What follows belongs to an exercise in optimizing a design on an open flow for small area, a short achievable clock period and few clock cycles; a production flow would make more cautious choices. Where RTL was checked, it was by simulation tests only, not by an equivalence proof against the original.

## run 1
## rational_arithmetic_unit
module rational_arithmetic_unit
#(
	parameter int OPERAND_WIDTH = 32
) (
	input  logic                            clk,
	input  logic                            arst_n,
	input  logic                            in_valid,
	output logic                            in_stall,
	input  logic [2:0]                      operation,
	input  logic signed [OPERAND_WIDTH-1:0] a_num,
	input  logic signed [OPERAND_WIDTH-1:0] a_den,
	input  logic signed [OPERAND_WIDTH-1:0] b_num,
	input  logic signed [OPERAND_WIDTH-1:0] b_den,
	output logic                            out_valid,
	input  logic                            out_stall,
	output logic signed [OPERAND_WIDTH-1:0] res_num,
	output logic signed [OPERAND_WIDTH-1:0] res_den,
	output logic                            is_equal,
	output logic [1:0]                      status
);
	logic st_idle, st_triv, st_mul1, st_comb, st_mul2, st_gcd, st_sum, st_fin;
	logic stall_q, ov_q;
	logic [2:0]  op_q;
	logic [31:0] r0_q, r1_q, r2_q, r3_q;  
	logic        zst_q;                  
	logic [7:0]  pos_q, t2_q;            
	logic        first_q;                
	logic [5:0]  du_q, dv_q;             
	logic        sn_q, rs_q, ovf_q, fovf_q, fnz_q;
	logic        pv_q, pru_q, pgs_q;     
	logic [2:0]  psh_q;
	logic [63:0] u_q, v_q;
	logic        eq_q;
	logic [1:0]  st_q;
	function automatic logic [3:0] wide(input logic [31:0] x);
		wide[0] = (x[31:3]  != {29{x[31]}});
		wide[1] = (x[31:7]  != {25{x[31]}});
		wide[2] = (x[31:15] != {17{x[31]}});
		wide[3] = (x[31:23] != {9{x[31]}});
	endfunction
	function automatic logic [7:0] top_pos(input logic [3:0] w);
		top_pos = w[3] ? 8'h80 : w[2] ? 8'h20 : w[1] ? 8'h08 : w[0] ? 8'h02 : 8'h01;
	endfunction
	function automatic logic [2:0] ctz7(input logic [6:0] x);
		integer i;
		ctz7 = 3'd7;
		for (i = 6; i >= 0; i = i - 1)
			if (x[i]) ctz7 = i;
	endfunction
	function automatic logic [2:0] booth(input logic [2:0] b);
		case (b)
			3'b001, 3'b010: booth = 3'b001;
			3'b011:         booth = 3'b010;
			3'b100:         booth = 3'b110;
			3'b101, 3'b110: booth = 3'b101;
			default:        booth = 3'b000;
		endcase
	endfunction
	function automatic logic [5:0] bpair(input logic [31:0] m, input logic [7:0] p,
			input logic c);
  ...
Settings: LEC_CHECK=0, CAP_MARGIN=20, CORE_MARGIN=2, CORE_UTILIZATION=25, PLACE_DENSITY=0.45, SLEW_MARGIN=20, TNS_END_PERCENT=5, SETUP_SLACK_MARGIN=9.5; clock period 15.0 ns.
standard.sh (not shown) runs the stock make flow with config.mk's settings and CLKGATE_MAP_FILE= SYNTH_SCRIPT=/design/flow/synth_recipe.tcl, a recipe that flattens the netlist after the stock synthesis.
==> flow/flow/run.sh <==
#!/bin/bash
set -euo pipefail
MARGIN=$(cat flow/margin.txt)
printf 'export SETUP_SLACK_MARGIN = %s\n' "$MARGIN" >> config.mk
bash standard.sh > standard_flow.log 2>&1
==> flow/flow/margin.txt <==
9.5
In summary, run 1 completed successfully, with a layout that passed the timing, DRC and antenna checks.
What run 2 does differently from run 1 at the input level:
--- a/flow/design.v
+++ b/flow/design.v
@@ -170,35 +170,38 @@
 		x_u = mm_u ? cs_u : u_q;
 		y_u = mm_u ? cc_u : comb_add ? v_q : ~v_q;
 		x_v = mm_v ? cs_v : v_q;
 		y_v = mm_v ? cc_v : ~u_q;
 		su = {1'b0, x_u} + {1'b0, y_u} + {64'd0, mm_u ? du_q[2] : !comb_add};
 		sv = {1'b0, x_v} + {1'b0, y_v} + {64'd0, mm_v ? dv_q[2] : 1'b1};
 	end
 	logic        u_odd, v_odd, uv_eq, u_zero, borrow, gcd_done;
-	logic        both_even, both_odd, u_ev, v_ev, repl_u, repl_v;
-	logic [2:0]  sh, sh_u, sh_v;
+	logic        both_odd, repl_u, repl_v, wr_u, wr_v, cof_u;
+	logic [2:0]  sh, sh_u, sh_v, za, zb, cof_sh;
 	logic [63:0] src_u, src_v, nu, nv;
 	always_comb begin
 		u_odd  = u_q[0];
 		v_odd  = v_q[0];
 		uv_eq  = (u_q == v_q);
 		u_zero = (u_q == 64'd0);
 		borrow = !su[64];
 		gcd_done = u_zero || (u_odd && v_odd && uv_eq) || ovf_q;
-		both_even = !u_odd && !v_odd;
-		u_ev   = !u_odd && v_odd;
-		v_ev   = u_odd && !v_odd;
 		both_odd = u_odd && v_odd;
-		repl_u = u_ev || (both_odd && !borrow);
-		repl_v = v_ev || (both_odd && borrow);
-		sh     = u_ev ? ctz7(u_q[6:0]) : v_ev ? ctz7(v_q[6:0]) : ctz7(su[6:0]);
-		sh_u   = both_even ? 3'd1 : sh;
-		sh_v   = both_even ? 3'd1 : sh;
+		repl_u = both_odd && !borrow;
+		repl_v = both_odd && borrow;
+		za     = u_odd ? 3'd0 : ctz7(u_q[6:0]);
+		zb     = v_odd ? 3'd0 : ctz7(v_q[6:0]);
+		sh     = ctz7(su[6:0]);
+		sh_u   = both_odd ? sh : za;
+		sh_v   = both_odd ? sh : zb;
+		wr_u   = both_odd ? repl_u : !u_odd;
+		wr_v   = both_odd ? repl_v : !v_odd;
+		cof_u  = both_odd ? repl_u : (za > zb);
+		cof_sh = both_odd ? sh : (za > zb) ? za - zb : zb - za;
 		src_u  = both_odd ? su[63:0] : u_q;
 		src_v  = both_odd ? sv[63:0] : v_q;
 		nu     = st_gcd ? (src_u >> sh_u) :
 			(st_comb && !comb_add && borrow) ? sv[63:0] : su[63:0];
 		nv     = st_gcd ? (src_v >> sh_v) : sv[63:0];
 	end
 	logic [31:0] x1, x2;
 	logic [39:0] sh1, sh2;
@@ -341,25 +344,25 @@
 					r3_q <= sh2[31:0];
 					if (pgs_q) begin
 						r0_q <= sum1[31:0];
 						r2_q <= sum2[31:0];
 					end
 				end
 			end
 			if (st_gcd) begin
-				pv_q  <= !gcd_done && !both_even;
-				pru_q <= repl_u;
+				pv_q  <= !gcd_done && (both_odd || za != zb);
+				pru_q <= cof_u;
 				pgs_q <= both_odd;
-				psh_q <= sh;
+				psh_q <= cof_sh;
 				if (gcd_done) begin
 					fnz_q <= u_zero;
 				end else begin
-					if (both_even || repl_u) u_q <= nu;
-					if (both_even || repl_v) v_q <= nv;
+					if (wr_u) u_q <= nu;
+					if (wr_v) v_q <= nv;
 				end
 			end
 			if (st_sum) begin
 				r0_q <= sum1[31:0];
 				r1_q <= sum2[31:0];
 				fovf_q <= f_ovf;
 				first_q <= 1'b1;
 			end
### Flow results
Run 2 closes out successfully: all stages finished, all timing, DRC and antenna checks passed.
In the flow results for run 1 and run 2, the global-route wire length before repair is larger on run 1.
In run 2 the share of the cycle needed by the critical path after routing turned out 0.71 points lower than in run 1.
Run 2 vs run 1: final worst-path setup slack up
| area growth from synthesis to layout | run 2 vs run 1 | 3.0 points higher |
Testbench counts of run 2, summed over its fixed seeds: cycles 30,423.
Function not checked in run 1: the RTL went through the layout flow alone.

* * *

green:
Another version of the RTL of rational_arithmetic_unit (not shown whole).
Size in the first run: about 0.055 mm^2 of cells after synthesis.
==> flow/config.mk <==
export PLATFORM = sky130hd
export DESIGN_NAME = rational_arithmetic_unit
export DESIGN_NICKNAME = rational_arithmetic_unit
export VERILOG_FILES = /design/flow/design.v
export SDC_FILE = /design/flow/constraint.sdc
export NUM_CORES = 4
export LEC_CHECK = 0
export CAP_MARGIN = 20
export CORE_MARGIN = 2
export CORE_UTILIZATION = 25
export PLACE_DENSITY = 0.45
export SLEW_MARGIN = 20
export TNS_END_PERCENT = 5
export SETUP_SLACK_MARGIN = 9.5
==> flow/constraint.sdc <==
create_clock -name core_clock -period 15.0 [get_ports {clk}]
set_input_delay 3.0000 -clock core_clock [delete_from_list [all_inputs] [get_ports {clk}]]
set_output_delay 3.0000 -clock core_clock [all_outputs]
set_load 0.01 [all_outputs]
Scripts as last shown in full above: flow/flow/run.sh, flow/flow/margin.txt
Here is what was changed in the inputs of purple compared with green.
--- a/flow/design.v
+++ b/flow/design.v
@@ -195,32 +195,34 @@
 		x_u = mm_u ? cs_u : u_q;
 		y_u = mm_u ? cc_u : comb_add ? v_q : ~v_q;
 		x_v = mm_v ? cs_v : v_q;
 		y_v = mm_v ? cc_v : ~u_q;
 		su = {1'b0, x_u} + {1'b0, y_u} + {64'd0, mm_u ? lu[2] : !comb_add};
 		sv = {1'b0, x_v} + {1'b0, y_v} + {64'd0, mm_v ? lv[2] : 1'b1};
 	end
 	logic        u_odd, v_odd, uv_eq, u_zero, borrow, gcd_done;
+	logic [6:0]  dlow;
 	logic        both_odd, repl_u, repl_v, wr_u, wr_v, cof_u;
 	logic [2:0]  sh, sh_u, sh_v, za, zb, cof_sh;
 	logic [63:0] src_u, src_v, nu, nv;
 	always_comb begin
 		u_odd  = u_q[0];
 		v_odd  = v_q[0];
 		uv_eq  = (u_q == v_q);
 		u_zero = (u_q == 64'd0);
-		borrow = !su[64];
+		borrow = (u_q < v_q);
+		dlow   = u_q[6:0] - v_q[6:0];
 		gcd_done = u_zero || (u_odd && v_odd && uv_eq) || ovf_q;
 		both_odd = u_odd && v_odd;
 		repl_u = both_odd && !borrow;
 		repl_v = both_odd && borrow;
 		za     = u_odd ? 3'd0 : ctz7(u_q[6:0]);
 		zb     = v_odd ? 3'd0 : ctz7(v_q[6:0]);
-		sh     = ctz7(su[6:0]);
+		sh     = ctz7(dlow);
 		sh_u   = both_odd ? sh : za;
 		sh_v   = both_odd ? sh : zb;
 		wr_u   = both_odd ? repl_u : !u_odd;
 		wr_v   = both_odd ? repl_v : !v_odd;
 		cof_u  = both_odd ? repl_u : (za > zb);
 		cof_sh = both_odd ? sh : (za > zb) ? za - zb : zb - za;
 		src_u  = both_odd ? su[63:0] : u_q;
 		src_v  = both_odd ? sv[63:0] : v_q;
Notes after the runs:
- purple did not stop at any stage, and its layout met the timing, DRC and antenna checks.
- Lower compound-gate portion of the synthesized area goes to purple over green.
- purple improves on green in cell area after layout.
- Looking at worst path required time, purple sits above green.
- purple ended up with a higher synthesized netlist net count than green did.
- Summary — total number of vias, purple relative to green: lower, by 1.4%.
Function was not checked in any run of this note: the RTL went through the layout flow alone.

port drivers added, routing unchanged:
The results above use ideal ports. As a check the final layouts listed here were re-extracted and re-timed, cells and wires unchanged. Step 1: set_driving_cell puts a clkbuf_16 on clk and a buf_2 on each other input, an assumption about the parent block. Step 2 also shifts input and output timing later by t, the mid clock arrival at the registers, as if the neighbouring blocks saw the same clock. a / b / c = ideal ports / drivers / drivers and shift; a / b = the first two.
run | shift t [ns] | setup slack, ns | slew at the worst register clock pin (ns)
run 1 | 0.724 | 9.157 / 9.174 / 8.489 | 0.07 / 0.07
run 2 | 0.724 | 9.264 / 9.293 / 8.570 | 0.08 / 0.08
green | 0.734 | 9.240 / 9.240 / 8.590 | 0.07 / 0.07
purple | 0.784 | 9.139 / 9.139 / 8.576 | 0.08 / 0.08
After both steps setup and hold are still met in every run listed. The setup slack of run 2, which loses most, moves by +0.029 ns with the drivers and by -0.694 ns with both steps.
